From an optimization exercise on the open Yosys and OpenROAD flow, aimed at small area, a short achievable clock period and few clock cycles; shortcuts taken in it are not production practice.
In this exercise RTL edits were held to simulation tests only and were not proved equivalent to the original.

## flow/design.v (module list and top-level ports; edited modules follow where they fit)
// module credit_fifo: 49 lines
// module kernel_store: 45 lines
// module conv1d_relu: 146 lines
// module cnn_dot3p: 928 lines
// module cnn_dot3n: 954 lines
// module cnn_fa: 10 lines
// module cnn_ha: 9 lines
// module max_pool_pair: 30 lines
// module cnn_layer_top: 79 lines
module cnn_layer_top
(
    input  wire logic          clk,
    input  wire logic          rst_n,
    input  wire logic          i_sample_valid,
    input  wire cnn_pkg::sample_t       i_sample,
    input  wire logic          i_sample_last,
    output logic               o_sample_credit,
    input  wire logic          i_load_weights,
    input  wire cnn_pkg::weights_flat_t i_weights,
    input  wire logic          i_load_biases,
    input  wire cnn_pkg::biases_flat_t  i_biases,
    output logic               o_feat_valid,
    output cnn_pkg::feature_vec_t       o_feat,
    output logic               o_feat_last,
    input  wire logic          i_feat_credit
);
  // ...
==> flow/flow/run.sh <==
#!/bin/bash
set -euo pipefail
export BUFFER_PORTS_ARGS="-buffer_cell sky130_fd_sc_hd__buf_2"
export SETUP_SLACK_MARGIN=7.6
bash standard.sh > standard.log 2>&1
==> flow/standard.sh <==
#!/bin/bash
# synth_recipe.tcl (not shown) runs the flow's synth.tcl, then flattens the netlist and writes it again
# the make line also repeats each setting of config.mk as NAME=value (left out here)
make -C /OpenROAD-flow-scripts/flow DESIGN_CONFIG=/design/flow/config.mk WORK_HOME=/design/flow/orfs CLKGATE_MAP_FILE= SYNTH_SCRIPT=/design/flow/synth_recipe.tcl "${@:-finish}"
==> flow/config.mk <==
export PLATFORM = sky130hd
export DESIGN_NAME = cnn_layer_top
export DESIGN_NICKNAME = cnn_layer_top
export VERILOG_FILES = /design/flow/design.v
export SDC_FILE = /design/flow/constraint.sdc
export NUM_CORES = 4
export LEC_CHECK = 0
export CAP_MARGIN = 20
export CORE_MARGIN = 2
export CORE_UTILIZATION = 40
export CTS_CLUSTER_DIAMETER = 120
export CTS_CLUSTER_SIZE = 30
export SLEW_MARGIN = 20
export SYNTH_HIERARCHICAL = 1
export SYNTH_MINIMUM_KEEP_SIZE = 0
==> flow/constraint.sdc <==
create_clock -name core_clock -period 11.0 [get_ports {clk}]
set_input_delay 2.2000 -clock core_clock [delete_from_list [all_inputs] [get_ports {clk}]]
set_output_delay 2.2000 -clock core_clock [all_outputs]
set_load 0.01 [all_outputs]
==> impl_metrics.json, run 1 <==
{
  "status": "timing/DRC/antenna clean",
  "clockBufferCount": 63,
  "coreArea_um2": 176500,
  "nNetsFinal": 8279,
  "htreeDepth": 2,
  "cp.buffers_inverters": 1,
  "synth_fa_ha_area_frac": 0.4439,
  "fillerInstances": 16290,
  "clock_latency_ns": 0.74,
  "synth_area_leaders": "fa_1 38%, dfxtp_1 18%, edfxtp_1 13%",
  "flops_and_latches": 1025,
  "first_global_vias": 49940,
  "worstSetupEndpointType": "output port",
  "min_to": "u_conv.odd_pipe[2]",
  "whs_ns": 0.3201,
  "syn_area_per_cell_um2": 12.12,
  "rsz0062_at_grt": "yes",
  "start_util": 0.4032,
  "finalWorstSetupSlack_ns": 7.469,
  "period_needed_ns": 3.531,
  "cts.sinks": 1025,
  "ctsHoldBuffers": 0,
  "worst-setup-path-type": "reg -> out",
  "ant_nets": 0,
  "wirelength_mm": 213.1,
  "worstHoldPathType": "reg -> reg",
  "io_pins": 338,
  "highest_layer": "met5"
}
Testbench counts, summed over its fixed seeds: cycles 8,009.
==> run 2: changes to the inputs <==
--- a/flow/config.mk
+++ b/flow/config.mk
@@ -8,8 +8,6 @@
 export CAP_MARGIN = 20
 export CORE_MARGIN = 2
 export CORE_UTILIZATION = 40
-export CTS_CLUSTER_DIAMETER = 120
-export CTS_CLUSTER_SIZE = 30
 export SLEW_MARGIN = 20
 export SYNTH_HIERARCHICAL = 1
 export SYNTH_MINIMUM_KEEP_SIZE = 0
==> run 2 against run 1 <==
Compared with the run above:
- maximum frequency fell by 1.2%
- cell count rose by 1.6%
- critical path depth unchanged
- clock-buffer cell count is 92 higher
- sequential share of layout area fell by 0.94 points
- setup slack got worse by 0.043 ns
- global-route usage rose by 0.39 points
- final area is 3.2% higher
- critical path type unchanged
- largest cell class unchanged
- highest routed layer unchanged
==> impl_metrics.json, run 2 <==
{
  "status": "timing/DRC/antenna clean",
  "cpLargestDelayFamily": "flip-flops",
  "largest_reg_flops": 192,
  "drt_iter0_drc": 3735,
  "synth_top_area_share": 0.3840,
  "tns_ns": 0,
  "worst_pin_slew_ns": 1.005,
  "clkTransAtPathRegs_ns": 0.06,
  "synth_area_leader_cell": "fa_1",
  "setup_violations": 0,
  "worstSetupEndpointType": "output port",
  "overflow": 0,
  "reg2reg_depth": 11,
  "htreeDepth": 3,
  "wirelength_mm": 216.0,
  "antenna_found_initial": 18,
  "syn_area_per_cell_um2": 12.12,
  "required_ns": 8.80,
  "grt_pass1_wl_mm": 318.8,
  "crit_end": "o_feat[47]",
  "place_congestion": 0.9001,
  "rsz0062_at_grt": "yes",
  "hpwl_mm": 152.6,
  "period_needed_ns": 3.574,
  "port_buffers": 337,
  "drv_slew": 0,
  "crit_cells": 1,
  "postPlaceCellArea_um2": 75420,
  "timing.rr.start": "u_conv.g_filter[5].g_n.u_dot.r1_s389",
  "worstHoldPathType": "reg -> reg",
  "timing.rr.end": "u_conv.g_filter[5].g_n.u_dot.big",
  "placed_cells": 8407,
  "start_util": 0.4032,
  "cts.sinks": 1025,
  "stdcell_area_um2": 82160,
  "reg.largest.list": "u_kernel_store.o_weights x192, u_kernel_store.o_biases x64, u_pool.o_out_data x64",
  "synth_area_um2": 71170,
  "yosysSeqAreaShare": 0.3383,
  "ff2ff_setup_slack_ns": 7.61,
  "cts_buffers": 117,
  "first_global_vias": 50740,
  "drive_above_1_share": 0.1694,
  "synth_mux_area_frac": 0.01519,
  "synthFlopType": "dfxtp_1",
  "mostFrequentLayoutCells": "1,344 x fa_1, 962 x nor2_1, 790 x nand2_1",
  "grt_max_degree": 89,
  "critPathLaunch": "u_pool.o_out_data[47]",
  "synth_fa_ha_area_frac": 0.4439,
  "rows": 154,
  "grt_util_all_layers": 0.2381,
  "cap_violations": 0,
  "clockRootBuffer": "clkbuf_16",
  "clock-skew-final_ns": 0.06659,
  "finalCritPeriodShare": 0.3249,
  "die_w_um": 425.8,
  "drcViolationCount": 0,
  "netlist_instances": 5871,
  "crit_chain": "buf_2",
  "synth_seq_cells": 1025,
  "yosys_warnings": 12,
  "cp_max_fo": 2,
  "dieArea_um2": 181300,
  "synth_fp_nets": 7848,
  "coreArea_um2": 176500,
  "areaGrowthSynthToFinish_pct": 15.43,
  "finalHoldViolations": 0,
  "viasPerCell": 5.268,
  "post-synth-top-count-cell": "fa_1",
  "synth_edf_count": 308,
  "whs_ns": 0.3234,
  "cts_tree": "done",
  "synth-xor-area-share": 0.01433,
  "critPathLaunchType": "flop",
  "final_common_cell": "fa_1",
  "synth-compound-area-share": 0.03641,
  "cp.buffers_inverters": 1,
  "async_reset_ff_frac": 0.08390,
  "die_height_um": 425.8,
  "synthTopCellsByCount": "1,365 x fa_1, 963 x nor2_1, 791 x nand2_1",
  "synth_top_family_by_area": "adder cells",
  "clk_path_buf_depth": 3,
  "post_drt_wl_per_cell_um": 24.49,
  "yosys.area_share.simple": 0.1205,
  "cpPeakStageDelay_ns": 0.42,
  "cpMaxStageDelayCell": "edfxtp_1",
  "arrival_ns": 1.37,
  "relSlewSlack": 0.3301,
  "fillerInstances": 16040,
  "worst-setup-path-type": "reg -> out",
  "clock_latency_ns": 0.80,
  "io_pins": 338,
  "first_pass_iters": 7,
  "fmax_ghz": 0.2798,
  "ys_types": 79,
  "regMostFlops": "u_kernel_store.o_weights",
  "synth_area_leaders": "fa_1 38%, dfxtp_1 18%, edfxtp_1 13%",
  "finalNonFillerCells": 8821,
  "nNetsFinal": 8348,
  "ant_nets": 0,
  "vias": 46470
}
run 2: cell counts after synthesis:
No cell type changed its count.
run 2: layer usage:
metal	part of all wire	wire length, µm	up-vias	track usage
met1	0.39	84060	23960	0.3053
met4	0.057	12360	14	0.1244
met2	0.47	101700	2226	0.3834
met3	0.083	17850	591	0.04661
li1	-	-	19680	-
met5	0.00041	89	-	0
run 2: cell type report:
class / count / area [µm²] / share of cell area
well taps: 2340 / 2928 / 0.03564
multi-input cells: 4280 / 45350 / 0.5520
flip-flops and latches: 1025 / 24190 / 0.2944
repair buffers: 576 / 4284 / 0.05215
clock inverters: 67 / 745.7 / 0.009077
clock buffers: 155 / 3246 / 0.03951
diodes: 7 / 17.52 / 0.0002132
inverters: 371 / 1393 / 0.01695
run 2: worst min path at each step:
stage / startpoint / to / slack, ns / depth (start not counted)
2_1_floorplan: u_conv.last_pipe[1] / u_conv.last_pipe[2] / 0.31 / 0
3_3_place_gp: u_conv.odd_pipe[1] / u_conv.odd_pipe[2] / 0.31 / 0
3_5_place_dp: u_conv.odd_pipe[1] / u_conv.odd_pipe[2] / 0.31 / 0
4_1_cts: u_conv.odd_pipe[1] / u_conv.odd_pipe[2] / 0.33 / 0
5_1_grt: u_conv.odd_pipe[2] / u_conv.odd_pipe[3] / 0.34 / 0
6_report: u_conv.odd_pipe[1] / u_conv.odd_pipe[2] / 0.32 / 0
run 2: kinds of logic after synthesis:
kind of cell	after synthesis
XOR/XNOR	113
multiplexers	80
adder cells (fa/ha/maj)	1706
AO/OA/AOI/OAI	351
buffers and inverters	566
flip-flops	1025
AND/OR/NAND/NOR	2030
run 2: repair_timing:
action / 4_1_cts / 5_1_grt
gates resized for setup: 138 / 96
hold buffers: 0 / 0
setup buffers: 81 / 92
endpoints found under the setup margin: 340 / 152
cloned: 5 / 7
pin swaps: 18 / 35
run 2: modules after synthesis, one instance, submodules excluded, a selection:
module,area [µm²],copies in the design,cells inside,flops+latches
max_pool_pair,3714,1,305,66
kernel_store,8772,1,457,257
cnn_ha,12.51,96,1,0
cnn_dot3p,3301,4,429,72
cnn_fa,20.02,1348,1,0
cnn_dot3n,3311,4,424,72
conv1d_relu,2277,1,166,81
run 2: metrics by stage:
step                      utilization  worst slack, ns
after CTS                      0.4578            7.368
after global routing           0.4654            7.392
after floorplan                     -            7.603
final                          0.4655            7.426
after global placement         0.4273            6.291
after detailed placement       0.4273            6.228
==> run 3: changes to the inputs <==
==> flow/flow/run.sh (replaced) <==
#!/bin/bash
set -euo pipefail
export BUFFER_PORTS_ARGS="-buffer_cell sky130_fd_sc_hd__buf_2"
export SETUP_SLACK_MARGIN=7.5
bash standard.sh > standard.log 2>&1
--- a/flow/config.mk
+++ b/flow/config.mk
@@ -7,7 +7,9 @@
 export LEC_CHECK = 0
 export CAP_MARGIN = 20
 export CORE_MARGIN = 2
-export CORE_UTILIZATION = 40
+export CORE_UTILIZATION = 55
+export CTS_CLUSTER_DIAMETER = 100
+export CTS_CLUSTER_SIZE = 22
 export SLEW_MARGIN = 20
 export SYNTH_HIERARCHICAL = 1
 export SYNTH_MINIMUM_KEEP_SIZE = 0
==> run 3 against run 2 <==
Compared with the run above:
- setup slack worse by 0.12 ns
- non-clock buffer count down 115
- still clean
- global-route usage up 7.0 points
- register-to-register slack worse by 0.08 ns
- via count down 2.7%
- hold slack better by 0.0096 ns
- wire length down 8.2%
- sequential share of layout area up 1.7 points
- die area down 27%
- highest routed layer unchanged
- critical path depth unchanged
==> impl_metrics.json, run 3 <==
{
  "clock-skew-final_ns": 0.05013,
  "die_height_um": 363.7,
  "cp_max_fo": 3,
  "synth_area_um2": 71170,
  "finalHoldViolations": 0,
  "post-synth-top-count-cell": "fa_1",
  "drt_iter0_drc": 3592,
  "dieArea_um2": 132300,
  "largest_reg_flops": 192,
  "multi_input_area_um2": 45070,
  "crit_cells": 1,
  "wirelength_mm": 198.2,
  "nNetsFinal": 8173,
  "final_common_cell": "fa_1",
  "grt_max_degree": 69,
  "vias": 45200,
  "cap_violations": 0,
  "first_global_vias": 49950,
  "period_needed_ns": 3.699,
  "worstSetupEndpointType": "output port",
  "timing.rr.start": "u_conv.xn0[0]",
  "ff_latch_area_um2": 24180,
  "arrival_ns": 1.50,
  "worst_pin_slew_ns": 1.025,
  "cpLargestDelayFamily": "flip-flops",
  "cts_tree": "done",
  "fillerInstances": 10470,
  "relSlewSlack": 0.3167,
  "finalCritPeriodShare": 0.3363,
  "synth_fp_nets": 7848,
  "antenna_found_initial": 10,
  "regMostFlops": "u_kernel_store.o_weights",
  "areaGrowthSynthToFinish_pct": 9.071,
  "htreeDepth": 2,
  "port_buffers": 337,
  "ys_types": 79,
  "critPathLaunch": "u_pool.o_out_data[24]",
  "fmax_ghz": 0.2704,
  "reg.largest.list": "u_kernel_store.o_weights x192, u_kernel_store.o_biases x64, u_pool.o_out_data x64",
  "rows": 131,
  "place_congestion": 0.9018,
  "cpMaxStageDelayCell": "edfxtp_1",
  "hpwl_mm": 144.1,
  "required_ns": 8.80,
  "clkTransAtPathRegs_ns": 0.09,
  "setup_violations": 0,
  "io_pins": 338,
  "drv_slew": 0,
  "start_util": 0.5560,
  "cpPeakStageDelay_ns": 0.55,
  "async_reset_ff_frac": 0.08390,
  "viasPerCell": 5.661,
  "stdcell_area_um2": 77630,
  "synth_edf_count": 308,
  "postPlaceCellArea_um2": 74630,
  "synth_top_area_share": 0.3840,
  "cp.buffers_inverters": 1,
  "cts.sinks": 1025,
  "drive_above_1_share": 0.1315,
  "synthFlopType": "dfxtp_1",
  "mostFrequentLayoutCells": "1,357 x fa_1, 963 x nor2_1, 791 x nand2_1",
  "tns_ns": 0,
  "reg2reg_depth": 7,
  "post_drt_wl_per_cell_um": 24.83,
  "cts_buffers": 57,
  "coreArea_um2": 128000,
  "ant_nets": 0,
  "rsz0062_at_grt": "yes",
  "crit_end": "o_feat[24]",
  "synth_area_leaders": "fa_1 38%, dfxtp_1 18%, edfxtp_1 13%",
  "clockRootBuffer": "clkbuf_16",
  "crit_chain": "buf_2",
  "die_w_um": 363.7,
  "timing.rr.end": "u_conv.g_filter[3].g_p.u_dot.r1_s475",
  "worst-setup-path-type": "reg -> out",
  "netlist_instances": 5871,
  "synth_area_leader_cell": "fa_1",
  "syn_area_per_cell_um2": 12.12,
  "ff2ff_setup_slack_ns": 7.53,
  "first_pass_iters": 5,
  "yosys_warnings": 12,
  "clk_path_buf_depth": 3,
  "clock_latency_ns": 0.74,
  "synth_seq_cells": 1025,
  "synthTopCellsByCount": "1,365 x fa_1, 963 x nor2_1, 791 x nand2_1",
  "yosysSeqAreaShare": 0.3383,
  "drcViolationCount": 0,
  "status": "timing/DRC/antenna clean",
  "overflow": 0,
  "grt_util_all_layers": 0.3078,
  "grt_pass1_wl_mm": 300.7,
  "critPathLaunchType": "flop",
  "ctsHoldBuffers": 0,
  "worstHoldPathType": "reg -> reg"
}
==> run 3: final cells by class <==
class	instances	area share
antenna	10	0.0003224
multi-input combinational	4280	0.5807
timing repair buffer	461	0.03897
tap	1729	0.02787
clock buffer	92	0.02047
clock inverter	16	0.002321
inverter	371	0.01794
sequential	1025	0.3114
==> run 3: worst min-delay path by stage <==
stage	start	to	slack [ns]	cells past startpoint
after floorplan	u_conv.last_pipe[1]	u_conv.last_pipe[2]	0.31	0
after global placement	u_conv.odd_pipe[2]	u_conv.odd_pipe[3]	0.31	0
after detailed placement	u_conv.last_pipe[2]	u_conv.last_pipe[3]	0.31	0
after CTS	u_conv.odd_pipe[2]	u_conv.odd_pipe[3]	0.33	0
after global routing	u_conv.odd_pipe[1]	u_conv.odd_pipe[2]	0.33	0
final	u_conv.odd_pipe[2]	u_conv.odd_pipe[3]	0.33	0
==> run 3: logic make-up (layout without fill, tap and decap cells) <==
logic type,count (synthesis),in the layout,share of synthesized area
AO/OA/AOI/OAI,351,351,0.03641
XOR/XNOR,113,113,0.01433
adder cells (fa/ha/maj),1706,1706,0.4439
buffers and inverters,566,940,0.03138
flip-flops,1025,1025,0.3383
multiplexers,80,80,0.01519
other,0,10,0
AND/OR/NAND/NOR,2030,2030,0.1205
==> run 3: what timing repair did <==
item | CTS | global route
buffers inserted | 29 | 43
endpoints found under the setup margin | 299 | 188
gates resized for setup | 56 | 62
gates cloned | 1 | 2
pin swaps | 3 | 10
==> run 3: modules after synthesis, one instance, submodules excluded, excerpt <==
module / flip-flops and latches / area, µm²
max_pool_pair: 66 / 3714
cnn_dot3n: 72 / 3311
cnn_ha: 0 / 12.51
conv1d_relu: 81 / 2277
cnn_fa: 0 / 20.02
kernel_store: 257 / 8772
cnn_dot3p: 72 / 3301
==> run 3: layer usage <==
layer / global-route usage / up-vias / share of wire
li1: - / 19280 / -
met1: 0.4152 / 23490 / 0.40
met3: 0.07119 / 438 / 0.088
met5: 0 / - / 0.00029
met4: 0.1096 / 10 / 0.041
met2: 0.4923 / 1979 / 0.47
==> run 3: per-stage QoR <==
stage	cells	hold WS, ns	utilization	setup slack [ns]
2_1_floorplan	5871	0.3096	-	7.559
3_3_place_gp	7791	0.3134	0.5830	6.146
3_5_place_dp	7791	0.3121	0.5830	6.111
4_1_cts	7929	0.3313	0.6005	7.279
5_1_grt	7975	0.3297	0.6062	7.276
6_report	7984	0.3330	0.6064	7.301
==> run 4: changes to the inputs <==
--- a/flow/config.mk
+++ b/flow/config.mk
@@ -10,6 +10,7 @@
 export CORE_UTILIZATION = 55
 export CTS_CLUSTER_DIAMETER = 100
 export CTS_CLUSTER_SIZE = 22
+export GPL_TIMING_DRIVEN = 1
 export SLEW_MARGIN = 20
 export SYNTH_HIERARCHICAL = 1
 export SYNTH_MINIMUM_KEEP_SIZE = 0
==> run 4 against run 3 <==
Compared with the run above:
- clock-buffer cell count is the same
- critical path depth is the same
- die area is the same
- clock skew is the same
- global-route usage is the same
- synthesized cell count is the same
- register-to-register slack is essentially flat
- final area is the same
- non-clock buffer count is the same
- wire length is the same
- hold slack is the same
==> impl_metrics.json, run 4 <==
{
  "status": "timing/DRC/antenna clean",
  "required_ns": 8.80,
  "stdcell_area_um2": 77630,
  "worstHoldPathType": "reg -> reg",
  "yosysSeqAreaShare": 0.3383,
  "regMostFlops": "u_kernel_store.o_weights",
  "finalCritPeriodShare": 0.3363,
  "drt_iter0_drc": 3592,
  "clk_path_buf_depth": 3,
  "post-synth-top-count-cell": "fa_1",
  "cpPeakStageDelay_ns": 0.55,
  "postPlaceCellArea_um2": 74630,
  "finish.utilization": 0.6064,
  "synth_area_leader_cell": "fa_1",
  "clock_latency_ns": 0.74,
  "place_congestion": 0.9018,
  "start_util": 0.5560,
  "cp.buffers_inverters": 1,
  "cpLargestDelayFamily": "flip-flops",
  "synthTopCellsByCount": "1,365 x fa_1, 963 x nor2_1, 791 x nand2_1",
  "period_needed_ns": 3.699,
  "mostFrequentLayoutCells": "1,357 x fa_1, 963 x nor2_1, 791 x nand2_1",
  "die_height_um": 363.7,
  "final_common_cell": "fa_1",
  "cts.sinks": 1025,
  "worstSetupEndpointType": "output port",
  "critPathLaunchType": "flop",
  "whs_ns": 0.3330,
  "vias": 45200,
  "cts_tree": "done",
  "drv_slew": 0,
  "die_w_um": 363.7,
  "cts_buffers": 57,
  "synth_edf_count": 308,
  "drive_above_1_share": 0.1315,
  "fmax_ghz": 0.2704,
  "nNetsFinal": 8173,
  "rows": 131,
  "setup_violations": 0,
  "cp_max_fo": 3,
  "synth_top_area_share": 0.3840,
  "synth_seq_cells": 1025,
  "worst_pin_slew_ns": 1.025,
  "netlist_instances": 5871,
  "ys_types": 79,
  "first_global_vias": 49950,
  "wirelength_mm": 198.2,
  "clockRootBuffer": "clkbuf_16",
  "arrival_ns": 1.50,
  "clock-skew-final_ns": 0.05013,
  "overflow": 0,
  "antenna_found_initial": 10,
  "synth_fp_nets": 7848,
  "async_reset_ff_frac": 0.08390,
  "grt_util_all_layers": 0.3078,
  "relSlewSlack": 0.3167,
  "worst-setup-path-type": "reg -> out",
  "post_drt_wl_per_cell_um": 24.83,
  "htreeDepth": 2,
  "viasPerCell": 5.661,
  "tns_ns": 0,
  "yosys_warnings": 12,
  "largest_reg_flops": 192,
  "finalHoldViolations": 0,
  "io_pins": 338,
  "dieArea_um2": 132300,
  "synthFlopType": "dfxtp_1",
  "first_pass_iters": 5,
  "syn_area_per_cell_um2": 12.12,
  "coreArea_um2": 128000,
  "cap_violations": 0,
  "drcViolationCount": 0,
  "crit_chain": "buf_2",
  "rsz0062_at_grt": "yes",
  "synth_area_leaders": "fa_1 38%, dfxtp_1 18%, edfxtp_1 13%",
  "areaGrowthSynthToFinish_pct": 9.071,
  "grt_max_degree": 69,
  "cpMaxStageDelayCell": "edfxtp_1",
  "grt_pass1_wl_mm": 300.7,
  "ant_nets": 0,
  "synth_area_um2": 71170,
  "hpwl_mm": 144.1,
  "clkTransAtPathRegs_ns": 0.09,
  "reg.largest.list": "u_kernel_store.o_weights x192, u_kernel_store.o_biases x64, u_pool.o_out_data x64",
  "port_buffers": 337
}
[run 4: cell counts after synthesis]
Identical to the previous run, type by type.
[run 4: cells by family after synthesis]
group / share of synthesized area
buffers and inverters: 0.03138
adders and majority gates: 0.4439
DFF: 0.3383
and+or+nand+nor: 0.1205
AOI/OAI and AO/OA: 0.03641
xor gates and xnor gates: 0.01433
muxes: 0.01519
[run 4: path summary, 6_finish.rpt]
kind | startpoint | endpoint | slack (ns) | depth (start not counted)
worst max register to register | u_conv.xn0[0] | u_conv.g_filter[3].g_p.u_dot.r1_s475 | 7.53 | 7
max in group asynchronous | rst_n | u_kernel_store.o_biases[0] | 8.26 | 2
worst min-delay path | u_conv.odd_pipe[2] | u_conv.odd_pipe[3] | 0.33 | 0
worst min register to register | u_conv.odd_pipe[2] | u_conv.odd_pipe[3] | 0.33 | 0
min in group asynchronous | rst_n | u_pool.o_out_valid | 1.37 | 1
worst max-delay path | u_pool.o_out_data[24] | o_feat[24] | 7.30 | 1
[run 4: cell type report]
cell class,count,area (µm²)
tap,1729,2163
inverter,371,1393
sequential,1025,24180
multi-input combinational,4280,45070
clock buffer,92,1589
timing repair buffer,461,3025
antenna,10,25.02
fill,10470,50380
clock inverter,16,180.2
[run 4: what timing repair did]
action                                  CTS  global route
buffers inserted                         29            43
endpoints found under the setup margin  299           188
hold buffers                              0             0
resized for setup                        56            62
cloned                                    1             2
pin swaps                                 3            10
[run 4: Yosys stat by module (local to each module, per instance), a selection]
module         flops+latches  times used
cnn_dot3n                 72           4
cnn_dot3p                 72           4
cnn_fa                     0        1348
cnn_ha                     0          96
conv1d_relu               81           1
kernel_store             257           1
max_pool_pair             66           1
[run 4: layer usage]
layer / global-route usage / routed length, µm
met1: 0.4152 / 80060
met5: 0 / 57
met4: 0.1096 / 8141
met3: 0.07119 / 17480
met2: 0.4923 / 92480
[run 4: per-stage QoR]
step	instances	worst slack (ns)
2_1_floorplan	5871	7.559
3_3_place_gp	7791	6.146
3_5_place_dp	7791	6.111
4_1_cts	7929	7.279
5_1_grt	7975	7.276
6_report	7984	7.301
==> module credit_fifo, before the edit <==
module credit_fifo
#(
    parameter int WIDTH = 9
) (
    input  wire logic             clk,
    input  wire logic             rst_n,
    input  wire logic             i_wr_valid,
    input  wire logic [WIDTH-1:0] i_wr_data,
    input  wire logic             i_rd_pop,
    output logic                  o_rd_valid,
    output logic [WIDTH-1:0]      o_rd_data,
    output logic                  o_credit
);
    localparam int DEPTH = 4;
    logic [WIDTH-1:0] mem [DEPTH];
    logic [1:0]       wr_ptr;
    logic [1:0]       rd_ptr;
    logic [DEPTH-1:0] full;
    assign o_rd_valid = full[rd_ptr];
    assign o_rd_data  = mem[rd_ptr];
    always_ff @(posedge clk) begin
        if (i_wr_valid) begin
            mem[wr_ptr] <= i_wr_data;
        end
    end
    always_ff @(posedge clk or negedge rst_n) begin
        if (!rst_n) begin
            wr_ptr   <= '0;
            rd_ptr   <= '0;
            full     <= '0;
            o_credit <= 1'b0;
        end else begin
            if (i_wr_valid) begin
                wr_ptr <= wr_ptr + 1'b1;
            end
            if (i_rd_pop) begin
                rd_ptr <= rd_ptr + 1'b1;
            end
            for (int i = 0; i < DEPTH; i++) begin
                if (i_wr_valid && wr_ptr == 2'(i)) begin
                    full[i] <= 1'b1;
                end else if (i_rd_pop && rd_ptr == 2'(i)) begin
                    full[i] <= 1'b0;
                end
            end
            o_credit <= i_rd_pop;
        end
    end
endmodule
==> run 5: changes to the inputs <==
--- a/flow/design.v
+++ b/flow/design.v
@@ -30,10 +30,14 @@
     logic [1:0]       wr_ptr;
     logic [1:0]       rd_ptr;
     logic [DEPTH-1:0] full;
-    assign o_rd_valid = full[rd_ptr];
-    assign o_rd_data  = mem[rd_ptr];
+    logic             head_full;
+    logic             store;
+    assign head_full  = full[rd_ptr];
+    assign o_rd_valid = head_full || i_wr_valid;
+    assign o_rd_data  = head_full ? mem[rd_ptr] : i_wr_data;
+    assign store      = i_wr_valid && (head_full || !i_rd_pop);
     always_ff @(posedge clk) begin
-        if (i_wr_valid) begin
+        if (store) begin
             mem[wr_ptr] <= i_wr_data;
         end
     end
@@ -44,16 +48,16 @@
             full     <= '0;
             o_credit <= 1'b0;
         end else begin
-            if (i_wr_valid) begin
+            if (store) begin
                 wr_ptr <= wr_ptr + 1'b1;
             end
-            if (i_rd_pop) begin
+            if (i_rd_pop && head_full) begin
                 rd_ptr <= rd_ptr + 1'b1;
             end
             for (int i = 0; i < DEPTH; i++) begin
-                if (i_wr_valid && wr_ptr == 2'(i)) begin
+                if (store && wr_ptr == 2'(i)) begin
                     full[i] <= 1'b1;
-                end else if (i_rd_pop && rd_ptr == 2'(i)) begin
+                end else if (i_rd_pop && head_full && rd_ptr == 2'(i)) begin
                     full[i] <= 1'b0;
                 end
             end
--- a/flow/config.mk
+++ b/flow/config.mk
@@ -10,7 +10,6 @@
 export CORE_UTILIZATION = 55
 export CTS_CLUSTER_DIAMETER = 100
 export CTS_CLUSTER_SIZE = 22
-export GPL_TIMING_DRIVEN = 1
 export SLEW_MARGIN = 20
 export SYNTH_HIERARCHICAL = 1
 export SYNTH_MINIMUM_KEEP_SIZE = 0
==> run 5 against run 4 <==
Compared with the run above:
- global-route usage increased by 0.060 points
- clock-buffer cell count is 2 lower
- sequential share of layout area hardly changed
- synthesized area grew 0.30%
- critical path type unchanged
- highest routed layer unchanged
- synthesized cell count increased by 0.44%
- sequential cell count stayed put
- hold slack improved by 0.0026 ns
- still clean on timing, DRC and antenna
==> impl_metrics.json, run 5 <==
{
  "grt_pass1_wl_mm": 302.3,
  "reg.largest.list": "u_kernel_store.o_weights x192, u_kernel_store.o_biases x64, u_pool.o_out_data x64",
  "cts.sinks": 1025,
  "drive_above_1_share": 0.1339,
  "cts_tree": "done",
  "rows": 132,
  "drt_iter0_drc": 4004,
  "timing.rr.end": "u_conv.g_filter[0].g_p.u_dot.r1_s475",
  "port_buffers": 337,
  "io_pins": 338,
  "worstSetupEndpointType": "output port",
  "required_ns": 8.80,
  "syn_area_per_cell_um2": 12.11,
  "hold_path_startpoint": "u_conv.odd_pipe[2]",
  "clk_path_buf_depth": 3,
  "start_util": 0.5527,
  "whs_path_depth": 0,
  "stdcell_area_um2": 77670,
  "clockRootBuffer": "clkbuf_16",
  "min_to": "u_conv.odd_pipe[3]",
  "largest_reg_flops": 192,
  "die_height_um": 364.3,
  "crit_chain": "buf_2",
  "fillerInstances": 10690,
  "cpLargestDelayFamily": "flip-flops",
  "synth_top_area_share": 0.3828,
  "hpwl_mm": 143.0,
  "cpPeakStageDelay_ns": 0.56,
  "synth_area_leader_cell": "fa_1",
  "reg2reg_depth": 6,
  "cap_violations": 0,
  "worstHoldPathType": "reg -> reg",
  "post-synth-top-count-cell": "fa_1",
  "synth_edf_count": 308,
  "whs_ns": 0.3356,
  "dieArea_um2": 132700,
  "ff_latch_area_um2": 24160,
  "timing.rr.start": "u_conv.xn2[2]",
  "synth_fp_nets": 7874,
  "vias": 45410,
  "cpMaxStageDelayCell": "edfxtp_1",
  "antenna_found_initial": 8,
  "synth_seq_cells": 1025,
  "cp.buffers_inverters": 1,
  "wirelength_mm": 198.3,
  "synth_area_um2": 71380,
  "clock-skew-final_ns": 0.02722,
  "worst-setup-path-type": "reg -> out",
  "ant_nets": 0,
  "setup_violations": 0,
  "grt_max_degree": 68,
  "cp_max_fo": 2,
  "ctsHoldBuffers": 0,
  "critPathLaunchType": "flop",
  "dp_slack_ns": 6.765,
  "rsz0062_at_grt": "yes",
  "nNetsFinal": 8189,
  "worst_pin_slew_ns": 1.032,
  "place_congestion": 0.9014,
  "status": "timing/DRC/antenna clean",
  "yosysSeqAreaShare": 0.3372,
  "drcViolationCount": 0,
  "die_w_um": 364.3,
  "fmax_ghz": 0.2716,
  "arrival_ns": 1.48,
  "post_drt_wl_per_cell_um": 24.78,
  "multi_input_area_um2": 45310,
  "mostFrequentLayoutCells": "1,354 x fa_1, 962 x nor2_1, 790 x nand2_1",
  "synth_area_leaders": "fa_1 38%, dfxtp_1 18%, edfxtp_1 13%",
  "final_common_cell": "fa_1",
  "finalHoldViolations": 0,
  "areaGrowthSynthToFinish_pct": 8.806,
  "finalWorstSetupSlack_ns": 7.318,
  "ys_types": 82,
  "synthTopCellsByCount": "1,365 x fa_1, 968 x nor2_1, 790 x nand2_1",
  "yosys_warnings": 12,
  "drv_slew": 0,
  "first_global_vias": 50110,
  "postPlaceCellArea_um2": 74900,
  "clkTransAtPathRegs_ns": 0.09,
  "coreArea_um2": 129200,
  "period_needed_ns": 3.682,
  "ff2ff_setup_slack_ns": 7.51,
  "grt_util_all_layers": 0.3084,
  "cts_buffers": 55,
  "regMostFlops": "u_kernel_store.o_weights",
  "viasPerCell": 5.673,
  "netlist_instances": 5897,
  "relSlewSlack": 0.3117,
  "first_pass_iters": 6,
  "overflow": 0,
  "clock_latency_ns": 0.71,
  "async_reset_ff_frac": 0.08390,
  "synthFlopType": "dfxtp_1",
  "tns_ns": 0,
  "htreeDepth": 2,
  "finalCritPeriodShare": 0.3347
}
[run 5: changes by cell type after synthesis, moves of 3 or more]
cell,before,now
nor3_1,36,42
mux2_1,0,3
nor2_1,963,968
a21oi_1,72,75
a21o_1,24,20
mux2_4,28,34
and4_1,8,11
and2_1,57,53
[run 5: per-layer routing]
metal / vias to the layer above / global-route usage / share of wire
li1: 19350 / - / -
met1: 23490 / 0.4268 / 0.40
met2: 2194 / 0.4810 / 0.46
met3: 363 / 0.07403 / 0.10
met4: 6 / 0.1053 / 0.038
met5: - / 0 / 0.00026
[run 5: what timing repair did]
item / 4_1_cts / 5_1_grt
gates resized for setup: 42 / 90
gates cloned: 0 / 4
buffers inserted: 26 / 36
endpoints found under the setup margin: 198 / 142
pin swaps: 0 / 14
[run 5: logic make-up after synthesis]
| group | after synthesis | share of synthesized area |
|---|---|---|
| flops | 1025 | 0.3372 |
| xor+xnor | 113 | 0.01428 |
| simple gates | 2040 | 0.1209 |
| buf+inv | 571 | 0.03165 |
| fa+ha+maj | 1706 | 0.4426 |
| mux | 91 | 0.01709 |
| compound gates | 351 | 0.03625 |
[run 5: worst register-to-register path, stage by stage, from the launching register on]
cell	delay, ns
dfxtp_2	0.51
buf_4	0.61
nor2_1	0.19
fa_1	0.49
fa_1	0.55
fa_1	0.59
fa_1	0.43
[run 5: Yosys stat by module, one instance, submodules excluded, excerpt]
module,cells inside,times used
cnn_dot3n,424,4
cnn_dot3p,429,4
cnn_fa,1,1348
cnn_ha,1,96
conv1d_relu,166,1
kernel_store,457,1
max_pool_pair,305,1
[run 5: metrics by stage]
| step | util | cells |
|---|---|---|
| after detailed placement | 0.5800 | 7831 |
| after CTS | 0.5955 | 7960 |
| after global placement | 0.5800 | 7831 |
| final | 0.6014 | 8004 |
| after global routing | 0.6013 | 8000 |
| after floorplan | - | 5897 |
[run 5: final cells by class]
type / instances / share of cell area
tap: 1742 / 0.02806
antenna: 4 / 0.0001289
timing repair buffer: 456 / 0.03803
clock inverter: 13 / 0.001514
multi-input combinational: 4301 / 0.5834
inverter: 373 / 0.01803
sequential: 1025 / 0.3111
clock buffer: 90 / 0.01973
[run 5: worst max path at each step]
stage,start,end,depth (start not counted)
after floorplan,i_sample_valid,u_conv.credits[1],9
after global placement,i_sample_valid,u_conv.credits[1],8
after detailed placement,i_sample_valid,u_conv.credits[1],8
after CTS,u_pool.o_out_data[25],o_feat[25],1
after global routing,u_pool.o_out_data[26],o_feat[26],1
final,u_pool.o_out_data[26],o_feat[26],1
Testbench counts of run 5, summed over its fixed seeds: cycles 7,977.
==> module max_pool_pair, before the edit <==
module max_pool_pair
(
    input  wire logic         clk,
    input  wire logic         rst_n,
    input  wire logic         i_in_valid,
    input  wire logic         i_in_odd,
    input  wire logic         i_in_last,
    input  wire cnn_pkg::feature_vec_t i_in_data,
    output logic              o_out_valid,
    output cnn_pkg::feature_vec_t      o_out_data,
    output logic              o_out_last
);
    localparam int ACT = 8;
    localparam int NF  = 8;
    always_ff @(posedge clk) begin
        for (int f = 0; f < NF; f++) begin
            if (i_in_valid && (!i_in_odd || (i_in_data[f*ACT +: ACT] > o_out_data[f*ACT +: ACT]))) begin
                o_out_data[f*ACT +: ACT] <= i_in_data[f*ACT +: ACT];
            end
        end
        o_out_last <= i_in_last;
    end
    always_ff @(posedge clk or negedge rst_n) begin
        if (!rst_n) begin
            o_out_valid <= 1'b0;
        end else begin
            o_out_valid <= i_in_valid && (i_in_odd || i_in_last);
        end
    end
endmodule
==> run 6: changes to the inputs <==
--- a/flow/design.v
+++ b/flow/design.v
@@ -2180,9 +2180,17 @@
 );
     localparam int ACT = 8;
     localparam int NF  = 8;
+    cnn_pkg::feature_vec_t held;
+    always_ff @(posedge clk) begin
+        if (i_in_valid && !i_in_odd) begin
+            held <= i_in_data;
+        end
+    end
     always_ff @(posedge clk) begin
         for (int f = 0; f < NF; f++) begin
-            if (i_in_valid && (!i_in_odd || (i_in_data[f*ACT +: ACT] > o_out_data[f*ACT +: ACT]))) begin
+            if (i_in_odd && (held[f*ACT +: ACT] > i_in_data[f*ACT +: ACT])) begin
+                o_out_data[f*ACT +: ACT] <= held[f*ACT +: ACT];
+            end else begin
                 o_out_data[f*ACT +: ACT] <= i_in_data[f*ACT +: ACT];
             end
         end
--- a/flow/config.mk
+++ b/flow/config.mk
@@ -5,6 +5,7 @@
 export SDC_FILE = /design/flow/constraint.sdc
 export NUM_CORES = 4
 export LEC_CHECK = 0
+export ABC_AREA = 1
 export CAP_MARGIN = 20
 export CORE_MARGIN = 2
 export CORE_UTILIZATION = 55
==> run 6 against run 5 <==
Compared with the run above:
- critical endpoint is now o_sample_credit
- still clean on timing, DRC and antenna
- synthesized cell count up 20%
- global-route usage down 0.33 points
==> impl_metrics.json, run 6 <==
{
  "wirelength_mm": 210.7,
  "yosys_warnings": 12,
  "first_global_vias": 54330,
  "cts_buffers": 59,
  "first_pass_iters": 8,
  "cp.buffers_inverters": 1,
  "coreArea_um2": 135600,
  "overflow": 0,
  "async_reset_ff_frac": 0.07897,
  "clockRootBuffer": "clkbuf_16",
  "worst_pin_slew_ns": 1.162,
  "ys_types": 45,
  "critPathLaunchType": "flop",
  "cts_tree": "done",
  "setup_violations": 0,
  "worstHoldPathType": "reg -> reg",
  "finalWorstSetupSlack_ns": 7.474,
  "post_drt_wl_per_cell_um": 23.00,
  "drcViolationCount": 0,
  "period_needed_ns": 3.526,
  "nNetsFinal": 9302,
  "grt_max_degree": 65,
  "drive_above_1_share": 0.1096,
  "mostFrequentLayoutCells": "1,621 x nand2_1, 1,361 x fa_1, 1,033 x nor2_1",
  "multi_input_area_um2": 46600,
  "hpwl_mm": 154.2,
  "tns_ns": 0,
  "areaGrowthSynthToFinish_pct": 8.166,
  "largest_reg_flops": 192,
  "htreeDepth": 2,
  "synth_area_leaders": "fa_1 36%, dfxtp_1 19%, edfxtp_1 12%",
  "ant_nets": 0,
  "cts.sinks": 1089,
  "regMostFlops": "u_kernel_store.o_weights",
  "required_ns": 8.80,
  "rows": 135,
  "synth_top_area_share": 0.3635,
  "finalCritPeriodShare": 0.3205,
  "die_w_um": 373.7,
  "crit_chain": "buf_2",
  "drv_slew": 0,
  "whs_ns": 0.3188,
  "rsz0062_at_grt": "yes",
  "cpMaxStageDelayCell": "dfrtp_1",
  "cpLargestDelayFamily": "flip-flops",
  "final_common_cell": "nand2_1",
  "dieArea_um2": 139700,
  "io_pins": 338,
  "synth_seq_cells": 1089,
  "vias": 50710,
  "synth_area_um2": 75180,
  "place_congestion": 0.9043,
  "post-synth-top-count-cell": "nand2_1",
  "antenna_found_initial": 7,
  "clk_path_buf_depth": 3,
  "viasPerCell": 5.534,
  "clock-skew-final_ns": 0.04642,
  "fmax_ghz": 0.2836,
  "fillerInstances": 11430,
  "synthTopCellsByCount": "1,623 x nand2_1, 1,365 x fa_1, 1,036 x nor2_1",
  "arrival_ns": 1.33,
  "status": "timing/DRC/antenna clean",
  "yosysSeqAreaShare": 0.3372,
  "netlist_instances": 7068,
  "synth_edf_count": 308,
  "worstSetupEndpointType": "output port",
  "cp_max_fo": 1,
  "cpPeakStageDelay_ns": 0.44,
  "finish.utilization": 0.5996,
  "cap_violations": 0,
  "die_height_um": 373.7,
  "port_buffers": 337,
  "relSlewSlack": 0.2252,
  "finalHoldViolations": 0,
  "syn_area_per_cell_um2": 10.64,
  "dp_slack_ns": 6.676,
  "synth_area_leader_cell": "fa_1",
  "grt_util_all_layers": 0.3051,
  "synthFlopType": "dfxtp_1",
  "drt_iter0_drc": 3807,
  "synth_fp_nets": 9045,
  "worst-setup-path-type": "reg -> out",
  "clock_latency_ns": 0.74,
  "clkTransAtPathRegs_ns": 0.09,
  "grt_pass1_wl_mm": 320.6,
  "start_util": 0.5543,
  "ff_latch_area_um2": 25450
}
## run 6: cell types whose count changed after synthesis, sizes merged, moves of 29 or more
| cell | previous run | this run |
|---|---|---|
| a21oi | 90 | 125 |
| and2 | 53 | 0 |
| clkbuf | 177 | 206 |
| dfxtp | 631 | 695 |
| inv | 373 | 636 |
| mux2 | 45 | 1 |
| mux2i | 36 | 0 |
| nand2 | 790 | 1699 |
| nand3 | 9 | 262 |
| nor2 | 972 | 1074 |
| nor2b | 29 | 0 |
| o21a | 34 | 0 |
| xnor2 | 71 | 17 |
## run 6: per-module statistics from Yosys (local to each module, per instance), excerpt
module         cells inside  cell area [µm²]
conv1d_relu             168             2248
max_pool_pair           635             6077
cnn_fa                    1            20.02
cnn_ha                    1            12.51
cnn_dot3n               520             3545
cnn_dot3p               492             3431
kernel_store            592             8737
## run 6: final timing paths
kind                       slack, ns  depth (start not counted)                     startpoint                              endpoint
max                             7.47                          1         u_sample_fifo.o_credit                       o_sample_credit
min                             0.32                          0            u_conv.last_pipe[1]                   u_conv.last_pipe[2]
max reg2reg                     7.54                          6  u_kernel_store.o_weights[148]  u_conv.g_filter[6].g_n.u_dot.r1_s497
min reg2reg                     0.32                          0            u_conv.last_pipe[1]                   u_conv.last_pipe[2]
max in group asynchronous       7.95                          2                          rst_n           u_kernel_store.o_biases[25]
min in group asynchronous       1.58                          1                          rst_n                       u_conv.credit_r
## run 6: repair_timing
item                                    in CTS  in global routing
buffers inserted                            10                 16
hold buffers                                 0                  0
resized for setup                           45                 41
endpoints found under the setup margin     229                 69
pin swaps                                    0                  2
cloned                                       0                  5
## run 6: layout make-up
type                            count  area share
Multi-Input combinational cell   5117      0.5730
Timing Repair Buffer              422     0.03369
Clock inverter                     15    0.002554
Clock buffer                       96     0.02076
Inverter                          636     0.02946
Sequential cell                  1089      0.3129
Tap cell                         1781     0.02740
Antenna cell                        6   0.0001846
## run 6: through the flow
step	instances	area [µm²]
2_1_floorplan	7068	75230
3_3_place_gp	9014	78700
3_5_place_dp	9014	78700
4_1_cts	9135	80860
5_1_grt	9157	81310
6_report	9162	81320
## run 6: logic make-up after synthesis
family | after synthesis | share of synthesized area
DFF | 1089 | 0.3372
xor gates and xnor gates | 58 | 0.006757
adders and majority gates | 1706 | 0.4202
AOI/OAI and AO/OA | 230 | 0.01877
and+or+nand+nor | 3122 | 0.1728
muxes | 1 | 0.0001498
buffers and inverters | 862 | 0.04403
## run 6: worst register-to-register path, stage by stage, from the launching register on
cell and delay [ns]:
edfxtp_1 0.66, nand2_1 0.16, fa_1 0.53, fa_1 0.47, fa_1 0.54, fa_1 0.56, fa_1 0.43
## run 6: layer usage
metal,global-route usage,vias to the layer above,share of wire
met3,0.08018,421,0.10
met1,0.4174,25680,0.41
met5,0,-,0.00019
met2,0.4819,2315,0.46
met4,0.08991,6,0.033
li1,-,22290,-
Testbench counts of run 6, summed over its fixed seeds: cycles 7,977.
==> run 7: changes to the inputs <==
--- a/flow/config.mk
+++ b/flow/config.mk
@@ -5,7 +5,6 @@
 export SDC_FILE = /design/flow/constraint.sdc
 export NUM_CORES = 4
 export LEC_CHECK = 0
-export ABC_AREA = 1
 export CAP_MARGIN = 20
 export CORE_MARGIN = 2
 export CORE_UTILIZATION = 55
==> run 7 against run 6 <==
Compared with the run above:
- clock skew shrank 0.0096 ns
- synthesized cell count down 15%
- clock-buffer cell count rose by 3
==> impl_metrics.json, run 7 <==
{
  "antenna_found_initial": 12,
  "postPlaceCellArea_um2": 76980,
  "wirelength_mm": 198.1,
  "synthTopCellsByCount": "1,365 x fa_1, 960 x nor2_1, 806 x nand2_1",
  "crit_chain": "fa_1 -> fa_1 -> ha_2 -> inv_1 -> fa_2 -> nand2b_4 -> a21oi_4 -> xnor2_2 -> nand2b_4 -> nor4_4 -> xor2_1 -> o2111ai_2",
  "synth_area_leader_cell": "fa_1",
  "syn_area_per_cell_um2": 12.21,
  "worst_pin_slew_ns": 0.9842,
  "overflow": 0,
  "dp_slack_ns": 6.813,
  "fmax_ghz": 0.2887,
  "clock_latency_ns": 0.72,
  "drcViolationCount": 0,
  "largest_reg_flops": 192,
  "cpMaxStageDelayCell": "fa_1",
  "crit_end": "u_conv.g_filter[7].g_n.u_dot.big",
  "cts_buffers": 58,
  "synth_area_um2": 73460,
  "relSlewSlack": 0.3439,
  "status": "timing/DRC/antenna clean",
  "clkTransAtPathRegs_ns": 0.10,
  "place_congestion": 0.8892,
  "synth_top_area_share": 0.3720,
  "worst-setup-path-type": "reg -> reg",
  "coreArea_um2": 133000,
  "required_ns": 11.54,
  "htreeDepth": 2,
  "yosys_warnings": 12,
  "finish.utilization": 0.5987,
  "synth_edf_count": 308,
  "finalCritPeriodShare": 0.3149,
  "mostFrequentLayoutCells": "1,355 x fa_1, 954 x nor2_1, 806 x nand2_1",
  "synth_seq_cells": 1089,
  "die_w_um": 369.5,
  "final_common_cell": "fa_1",
  "post_drt_wl_per_cell_um": 24.42,
  "period_needed_ns": 3.464,
  "drive_above_1_share": 0.1386,
  "finalWorstSetupSlack_ns": 7.536,
  "synth_fp_nets": 7994,
  "regMostFlops": "u_kernel_store.o_weights",
  "first_global_vias": 50760,
  "timing.rr.start": "u_conv.g_filter[7].g_n.u_dot.r1_c488",
  "die_height_um": 369.5,
  "finalNonFillerCells": 8113,
  "drt_iter0_drc": 3665,
  "setup_violations": 0,
  "nNetsFinal": 8271,
  "start_util": 0.5525,
  "placed_cells": 7974,
  "grt_pass1_wl_mm": 304.4,
  "critPathLaunch": "u_conv.g_filter[7].g_n.u_dot.r1_c488",
  "clock-skew-final_ns": 0.03680,
  "synth_area_leaders": "fa_1 37%, dfxtp_1 19%, edfxtp_1 13%",
  "cp_max_fo": 3,
  "cap_violations": 0,
  "cpPeakStageDelay_ns": 0.50,
  "tns_ns": 0,
  "fillerInstances": 10930,
  "io_pins": 338,
  "clockRootBuffer": "clkbuf_16",
  "grt_max_degree": 72,
  "cts.sinks": 1089,
  "rsz0062_at_grt": "yes",
  "cts_tree": "done",
  "timing.rr.end": "u_conv.g_filter[7].g_n.u_dot.big",
  "worstHoldPathType": "reg -> reg",
  "viasPerCell": 5.658,
  "worstSetupEndpointType": "flop",
  "port_buffers": 337,
  "synthFlopType": "dfxtp_1",
  "ys_types": 83,
  "drv_slew": 0,
  "arrival_ns": 4.01,
  "rows": 134,
  "ff2ff_setup_slack_ns": 7.54,
  "yosysSeqAreaShare": 0.3452,
  "first_pass_iters": 6,
  "post-synth-top-count-cell": "fa_1",
  "stdcell_area_um2": 79600,
  "dieArea_um2": 136500,
  "areaGrowthSynthToFinish_pct": 8.354,
  "clk_path_buf_depth": 3,
  "finalHoldViolations": 0,
  "grt_util_all_layers": 0.2990,
  "hpwl_mm": 143.9,
  "critPathLaunchType": "flop",
  "ant_nets": 0,
  "reg2reg_depth": 12,
  "async_reset_ff_frac": 0.07897,
  "netlist_instances": 6017,
  "vias": 45900
}
==> run 7: cell types whose count changed in the layout (fill, tap and decap cells not counted), sizes merged, moves of 20 or more <==
cell    change
and2       +53
nand3     -249
mux2i      +36
nor2      -106
nor2b      +22
mux2      +108
nand2     -893
xnor2      +54
inv       -267
a21oi      -27
o21a       +30
nor3       +26
nand2b     +20
==> run 7: critical path: cells and delay by family (launching register included) <==
kind	cells	cell delay (ns)
buf+inv	1	0.07
flops	1	0.33
fa+ha+maj	4	1.53
xor+xnor	2	0.30
simple gates	3	0.63
compound gates	2	0.41
==> run 7: cell type report <==
| cell class | instances | area [µm²] | area share |
|---|---|---|---|
| multi-input combinational | 4362 | 46170 | 0.5801 |
| sequential | 1089 | 25460 | 0.3198 |
| timing repair buffer | 414 | 2575 | 0.03235 |
| tap | 1768 | 2212 | 0.02779 |
| clock buffer | 99 | 1668 | 0.02095 |
| inverter | 369 | 1385 | 0.01740 |
| clock inverter | 8 | 115.1 | 0.001446 |
| antenna | 4 | 10.01 | 0.0001258 |
==> run 7: metal layers <==
| layer | part of all wire | track usage | vias to the layer above |
|---|---|---|---|
| met3 | 0.096 | 0.07280 | 460 |
| met2 | 0.46 | 0.4737 | 2137 |
| met5 | 0 | 0 | - |
| met4 | 0.039 | 0.1006 | 0 |
| met1 | 0.40 | 0.4065 | 23620 |
| li1 | - | - | 19680 |
==> run 7: repair_timing <==
action | 4_1_cts | 5_1_grt
gates resized for setup | 50 | 72
setup buffers | 5 | 23
pin swaps | 9 | 21
endpoints found under the hold margin | 0 | 0
endpoints found under the setup margin | 179 | 73
hold buffers | 0 | 0
==> run 7: modules after synthesis (local to each module, per instance), excerpt <==
module,cell area [µm²],flops+latches,cells inside
kernel_store,8772,257,457
max_pool_pair,5788,130,425
cnn_dot3n,3311,72,424
cnn_dot3p,3301,72,429
conv1d_relu,2277,81,166
cnn_fa,20.02,0,1
cnn_ha,12.51,0,1
==> run 7: cell families (layout without fill, tap and decap cells) <==
kind of cell | count (synthesis) | after routing | share of synthesized area
buffers and inverters | 566 | 890 | 0.03049
AOI/OAI and AO/OA | 351 | 351 | 0.03686
adders and majority gates | 1706 | 1706 | 0.4301
other | 0 | 4 | 0
xor gates and xnor gates | 113 | 113 | 0.01388
muxes | 155 | 155 | 0.02662
DFF | 1089 | 1089 | 0.3452
and+or+nand+nor | 2037 | 2037 | 0.1169
==> run 7: worst min path at each step <==
| stage | startpoint | endpoint | slack, ns | depth (start not counted) |
|---|---|---|---|---|
| final | u_conv.odd_pipe[2] | u_conv.odd_pipe[3] | 0.33 | 0 |
| after global routing | u_conv.odd_pipe[1] | u_conv.odd_pipe[2] | 0.34 | 0 |
| after CTS | u_conv.odd_pipe[1] | u_conv.odd_pipe[2] | 0.34 | 0 |
| after detailed placement | u_conv.odd_pipe[1] | u_conv.odd_pipe[2] | 0.31 | 0 |
| after global placement | u_conv.odd_pipe[1] | u_conv.odd_pipe[2] | 0.31 | 0 |
| after floorplan | u_conv.last_pipe[1] | u_conv.last_pipe[2] | 0.31 | 0 |
==> run 7: metrics by stage <==
stage	hold slack (ns)
after detailed placement	0.3138
after floorplan	0.3096
after global routing	0.3441
final	0.3327
after CTS	0.3355
after global placement	0.3111
==> run 8: changes to the inputs <==
==> flow/flow/run.sh (replaced) <==
#!/bin/bash
set -euo pipefail
export BUFFER_PORTS_ARGS="-buffer_cell sky130_fd_sc_hd__buf_2"
export SETUP_SLACK_MARGIN=7.6
bash standard.sh > standard.log 2>&1
--- a/flow/config.mk
+++ b/flow/config.mk
@@ -7,7 +7,7 @@
 export LEC_CHECK = 0
 export CAP_MARGIN = 20
 export CORE_MARGIN = 2
-export CORE_UTILIZATION = 55
+export CORE_UTILIZATION = 65
 export CTS_CLUSTER_DIAMETER = 100
 export CTS_CLUSTER_SIZE = 22
 export SLEW_MARGIN = 20
==> run 8 against run 7 <==
Compared with the run above:
- setup slack better by 0.029 ns
- synthesized area stayed put
- wire length is 1.7% higher
- largest cell class unchanged
==> impl_metrics.json, run 8 <==
{
  "io_pins": 338,
  "drive_above_1_share": 0.1512,
  "cp_max_fo": 10,
  "coreArea_um2": 112300,
  "synth_area_leader_cell": "fa_1",
  "required_ns": 11.59,
  "relSlewSlack": 0.3320,
  "first_global_vias": 50800,
  "clockRootBuffer": "clkbuf_16",
  "finish.utilization": 0.7132,
  "rows": 123,
  "post-synth-top-count-cell": "fa_1",
  "grt_pass1_wl_mm": 301.1,
  "setup_violations": 0,
  "multi_input_area_um2": 46240,
  "fillerInstances": 7977,
  "ctsHoldBuffers": 0,
  "overflow": 0,
  "syn_area_per_cell_um2": 12.21,
  "first_pass_iters": 6,
  "status": "timing/DRC/antenna clean",
  "period_needed_ns": 3.436,
  "post_drt_wl_per_cell_um": 25.49,
  "cts_tree": "done",
  "grt_max_degree": 67,
  "synthFlopType": "dfxtp_1",
  "largest_reg_flops": 192,
  "regMostFlops": "u_kernel_store.o_weights",
  "viasPerCell": 5.947,
  "place_congestion": 0.9183,
  "synth_edf_count": 308,
  "clkTransAtPathRegs_ns": 0.10,
  "synth_top_area_share": 0.3720,
  "antenna_found_initial": 7,
  "tns_ns": 0,
  "finalCritPeriodShare": 0.3123,
  "clock-skew-final_ns": 0.03302,
  "mostFrequentLayoutCells": "1,354 x fa_1, 952 x nor2_1, 805 x nand2_1",
  "cts_buffers": 57,
  "yosysSeqAreaShare": 0.3452,
  "cpPeakStageDelay_ns": 0.56,
  "clock_latency_ns": 0.73,
  "worstHoldPathType": "reg -> reg",
  "finalHoldViolations": 0,
  "arrival_ns": 4.02,
  "placed_cells": 7708,
  "synth_fp_nets": 7994,
  "synth_seq_cells": 1089,
  "cts.sinks": 1089,
  "ff_latch_area_um2": 25500,
  "worstSetupEndpointType": "flop",
  "critPathLaunch": "u_conv.xn0[0]",
  "hpwl_mm": 142.2,
  "worst-setup-path-type": "reg -> reg",
  "start_util": 0.6539,
  "drv_slew": 0,
  "port_buffers": 337,
  "vias": 47020,
  "ys_types": 83,
  "grt_util_all_layers": 0.3502,
  "drcViolationCount": 0,
  "ant_nets": 0,
  "critPathLaunchType": "flop",
  "htreeDepth": 2,
  "yosys_warnings": 12,
  "die_w_um": 340.2,
  "cp_common_cell": "fa_1",
  "synthTopCellsByCount": "1,365 x fa_1, 960 x nor2_1, 806 x nand2_1",
  "finalNonFillerCells": 7906,
  "final_common_cell": "fa_1",
  "synth_area_leaders": "fa_1 37%, dfxtp_1 19%, edfxtp_1 13%",
  "worst_pin_slew_ns": 1.002,
  "async_reset_ff_frac": 0.07897,
  "rsz0062_at_grt": "yes",
  "areaGrowthSynthToFinish_pct": 9.068,
  "timing.rr.start": "u_conv.xn0[0]",
  "drt_iter0_drc": 4326,
  "netlist_instances": 6017,
  "nNetsFinal": 8330,
  "crit_chain": "buf_12 -> buf_12 -> or2_2 -> ha_4 -> inv_2 -> fa_1 -> fa_1 -> fa_1 -> fa_1",
  "fmax_ghz": 0.2910,
  "hold_path_startpoint": "u_conv.odd_pipe[1]",
  "cpMaxStageDelayCell": "fa_1",
  "cap_violations": 0,
  "synth_area_um2": 73460,
  "clk_path_buf_depth": 3,
  "die_height_um": 340.2,
  "wirelength_mm": 201.5,
  "dieArea_um2": 115700
}
==> run 8: worst paths after layout <==
path | slack, ns | to | cells after the start
min in group asynchronous | 1.45 | u_kernel_store.o_biases[1] | 1
hold / removal | 0.33 | u_conv.odd_pipe[2] | 0
setup / recovery | 7.56 | u_conv.g_filter[7].g_n.u_dot.r1_s489 | 9
max in group asynchronous | 8.11 | u_kernel_store.o_biases[39] | 2
setup reg to reg | 7.56 | u_conv.g_filter[7].g_n.u_dot.r1_s489 | 9
hold reg to reg | 0.33 | u_conv.odd_pipe[2] | 0
==> run 8: cell type report <==
cell class | count | share of cell area
multi-input combinational | 4362 | 0.5772
sequential | 1089 | 0.3182
timing repair buffer | 474 | 0.04177
tap | 1500 | 0.02342
clock buffer | 100 | 0.02113
inverter | 369 | 0.01732
clock inverter | 7 | 0.0007808
antenna | 5 | 0.0001562
==> run 8: logic make-up after synthesis <==
family,after synthesis,share of synthesized area
AND/OR/NAND/NOR,2037,0.1169
adder cells (fa/ha/maj),1706,0.4301
flip-flops,1089,0.3452
buffers and inverters,566,0.03049
AO/OA/AOI/OAI,351,0.03686
multiplexers,155,0.02662
XOR/XNOR,113,0.01388
==> run 8: what timing repair did <==
item                                    4_1_cts  5_1_grt
pin swaps                                     0       30
endpoints found under the setup margin      238      105
buffers inserted                             11       65
gates resized for setup                      81      101
gates cloned                                  0       10
==> run 8: metrics by stage <==
| stage | hold slack [ns] | cell area [µm²] | setup WS [ns] |
|---|---|---|---|
| 2_1_floorplan | 0.3096 | 73570 | 7.053 |
| 3_3_place_gp | 0.3105 | 76700 | 6.844 |
| 3_5_place_dp | 0.3147 | 76700 | 6.801 |
| 4_1_cts | 0.3351 | 78890 | 7.559 |
| 5_1_grt | 0.3437 | 80110 | 7.491 |
| 6_report | 0.3327 | 80120 | 7.564 |
==> run 8: critical path: cells and delay by family (launching register included) <==
family	cells	cell delay [ns]
fa+ha+maj	5	2.27
buf+inv	3	0.34
simple gates	1	0.30
flops	1	0.37
==> run 8: metal layers <==
metal	share of wire	vias up	wire, µm	track usage
met3	0.12	613	24460	0.1073
li1	-	19830	-	-
met4	0.051	6	10340	0.1423
met2	0.45	2736	89790	0.5298
met5	0.00023	-	46	0
met1	0.38	23830	76900	0.4786
==> run 8: Yosys stat by module, one instance, submodules excluded, a selection <==
module	cell area, µm²	cells inside	copies in the design
conv1d_relu	2277	166	1
cnn_dot3p	3301	429	4
max_pool_pair	5788	425	1
kernel_store	8772	457	1
cnn_fa	20.02	1	1348
cnn_dot3n	3311	424	4
cnn_ha	12.51	1	96

[static timing again, ports no longer ideal]
The results above use ideal ports. As a check the final layouts listed here were re-extracted and re-timed, cells and wires unchanged.
Step 1: set_driving_cell puts a clkbuf_16 on clk and a buf_2 on each other input, an assumption about the parent block.
Step 2 adds t to the input delays and takes it off the output delays; t is the mean of the earliest and latest rising clock arrival at the registers after step 1. Input paths then give back, and output paths get back, about the clock's delay inside the block.
Slacks: no drivers / after step 1 / after step 2; pairs: no drivers / after step 1.
run | shift t [ns] | setup WS [ns] | worst setup path after step 2
run 1 | 0.792 | 7.469 / 7.388 / 6.964 | input to register
run 2 | 0.851 | 7.426 / 7.343 / 6.968 | input to register
run 3 | 0.799 | 7.301 / 7.220 / 6.835 | input to register
run 4 | 0.799 | 7.301 / 7.220 / 6.835 | input to register
run 5 | 0.776 | 7.318 / 7.238 / 6.909 | input to register
run 6 | 0.807 | 7.474 / 7.386 / 6.860 | input to register
run 7 | 0.782 | 7.536 / 7.482 / 6.921 | input to register
run 8 | 0.797 | 7.564 / 7.500 / 6.939 | input to register
After both steps setup and hold are still met in every run listed. The setup slack of run 8, which loses most, moves by -0.064 ns with the drivers and by -0.625 ns with both steps.
